This is an optimization exercise on Yosys and OpenROAD, whose aim is small area and a short achievable clock period, not a production implementation. Only simulation tests tie the RTL to the original design; equivalence was not proved. Power and IR drop assume default switching activity.

Design echo_train_gen, start of the top module:
module echo_train_gen #(
  parameter int N_ECHO  = 5,
  parameter int DW      = 10,
  parameter int CNT_W   = 16,
  parameter int PERIOD  = 200,
  parameter int NOISE_W = 4
) (
  input  logic                          clk,
  input  logic                          reset,
  input  logic                          start,
  input  logic                          stop,
  input  logic                          mode,
  input  logic                          noise_en,
  input  logic [8*(N_ECHO+1)-1:0]       amp_i,
  input  logic [CNT_W*(N_ECHO+1)-1:0]   delay_i,
  output logic [DW-1:0]                 sum_o,
  output logic [7:0]                    start_o,
  output logic                          busy,
  output logic                          frame_o
);
For scale: ~170 I/O pins, about 23000 µm² of cells after synthesis.
clock: 10.5 ns
lec_check: 0
cap_margin: 20
core_margin: 2
core_utilization: 40
setup_slack_margin: 5
slew_margin: 20
standard.sh (not shown) runs the stock make flow with config.mk's settings and CLKGATE_MAP_FILE= SYNTH_SCRIPT=/design/flow/synth_recipe.tcl, a recipe that flattens the netlist after the stock synthesis.
==> flow/flow/run.sh <==
#!/bin/bash
set -euo pipefail
MARGIN=${MARGIN:-6.5}
PORTBUF=${PORTBUF:-sky130_fd_sc_hd__buf_1}
sed -e "s/SETUP_SLACK_MARGIN=[0-9.]*/SETUP_SLACK_MARGIN=$MARGIN/" \
    -e "s/\"\${@:-finish}\"/BUFFER_PORTS_ARGS='-buffer_cell $PORTBUF' \"\${@:-finish}\"/" \
    standard.sh > standard_flow.sh
bash standard_flow.sh > standard.log 2>&1
Next try:
--- a/flow/flow/run.sh
+++ b/flow/flow/run.sh
@@ -2,3 +2,3 @@
 set -euo pipefail
-MARGIN=${MARGIN:-6.5}
+MARGIN=${MARGIN:-7}
 PORTBUF=${PORTBUF:-sky130_fd_sc_hd__buf_1}
- CORE_UTILIZATION: 40 -> 60
What happened: The new run passed the timing, DRC and antenna checks; synthesized cell count does not change; wire length barely changes; combinational power goes up by a little under a tenth; sequential share of layout area hardly moves; clock power goes down by a few percent; design area is about the same; final cell count goes down by a few percent; synthesized area does not change; fmax goes up by roughly a tenth.
Next try:
- CORE_UTILIZATION: 60 -> 40
Effect: The new run completed without violations. Count of clock-buffer cells in the layout rises by 2. Worst hold slack improves by 4.7 ps. Via count falls slightly. Sequential power stays flat.


echo_train_gen, a different RTL version from the one above (not shown whole).
For scale: ~2400 cells after synthesis, ~310 flip-flops, about 170 I/O pins, about 23000 sq um of cells after synthesis.
## echo_train_gen
module echo_train_gen #(
  parameter int N_ECHO  = 5,
  parameter int DW      = 10,
  parameter int CNT_W   = 16,
  parameter int PERIOD  = 200,
  parameter int NOISE_W = 4
) (
  input  logic                          clk,
  input  logic                          reset,
  input  logic                          start,
  input  logic                          stop,
  input  logic                          mode,
  input  logic                          noise_en,
  input  logic [8*(N_ECHO+1)-1:0]       amp_i,
  input  logic [CNT_W*(N_ECHO+1)-1:0]   delay_i,
  output logic [DW-1:0]                 sum_o,
  output logic [7:0]                    start_o,
  output logic                          busy,
  output logic                          frame_o
);
clock: 10.5 ns
lec_check: 0
cap_margin: 20
core_margin: 2
core_utilization: 40
cts_cluster_diameter: 100
cts_cluster_size: 30
setup_slack_margin: 5
slew_margin: 20
==> flow/flow/run.sh <==
#!/bin/bash
set -euo pipefail
MARGIN=${MARGIN:-7.2}
PORTBUF=${PORTBUF:-sky130_fd_sc_hd__buf_1}
sed -e "s/SETUP_SLACK_MARGIN=[0-9.]*/SETUP_SLACK_MARGIN=$MARGIN/" \
    -e "s/\"\${@:-finish}\"/BUFFER_PORTS_ARGS='-buffer_cell $PORTBUF' \"\${@:-finish}\"/" \
    standard.sh > standard_flow.sh
bash standard_flow.sh > standard.log 2>&1
The baseline produced a clean layout.
Next try:
--- a/flow/flow/run.sh
+++ b/flow/flow/run.sh
@@ -1,5 +1,5 @@
 #!/bin/bash
 set -euo pipefail
-MARGIN=${MARGIN:-7.2}
+MARGIN=${MARGIN:-7}
 PORTBUF=${PORTBUF:-sky130_fd_sc_hd__buf_1}
 sed -e "s/SETUP_SLACK_MARGIN=[0-9.]*/SETUP_SLACK_MARGIN=$MARGIN/" \
- CTS_CLUSTER_DIAMETER: 100 -> default
- CTS_CLUSTER_SIZE: 30 -> default
Outcome: The changed run completed with no timing, DRC or antenna violations. Global-route usage goes up by 0.26 points. Sequential share of layout area goes down by 0.27 points. Wire length goes up by 0.97%. Combinational power goes down by 5.7%. Total power goes up by 23%. Final cell count goes up by 0.60%. Count of clock-buffer cells in the layout goes up by 38. Utilization goes up by 0.38 points.
Next try:
- CTS_CLUSTER_DIAMETER: default -> 100
- CTS_CLUSTER_SIZE: default -> 30
What happened: Clock power fell by 39%. Non-clock buffer count went down by 5. Design area is lower by 2.7%. Sequential share of layout area increases by 0.71 points.

## separate check: timing with driven ports
How much do the figures lean on ideal ports? The routed layouts below were timed once more, with nothing changed but the port constraints.
Step 1: set_driving_cell puts a clkbuf_16 on clk and a buf_2 on each other input, an assumption about the parent block.
Step 2 moves the port delays by t, midway between the first and last clock arrival at a register: inputs arrive t later, outputs are due t later. That takes back most of the time a late clock gives input paths.
Slacks: no drivers / after step 1 / after step 2; pairs: no drivers / after step 1.
run	t (ns)	slack for setup (ns)	latest minus earliest clock arrival (ns)
the first run of note 1	0.609	6.732 / 6.673 / 6.516	0.032 / 0.033
the second run of note 1	0.613	7.070 / 7.042 / 6.545	0.027 / 0.027
the third run of note 1	0.613	7.077 / 7.046 / 6.567	0.028 / 0.028
the first run of note 2	0.596	7.094 / 7.094 / 6.678	0.040 / 0.040
the second run of note 2	0.598	7.057 / 7.057 / 6.664	0.022 / 0.022
the third run of note 2	0.597	7.052 / 7.052 / 6.664	0.017 / 0.017
After both steps setup and hold are still met in every run listed. For the second run of note 1, which loses most, drivers alone change the setup slack by -0.028 ns; drivers and shift together by -0.525 ns.
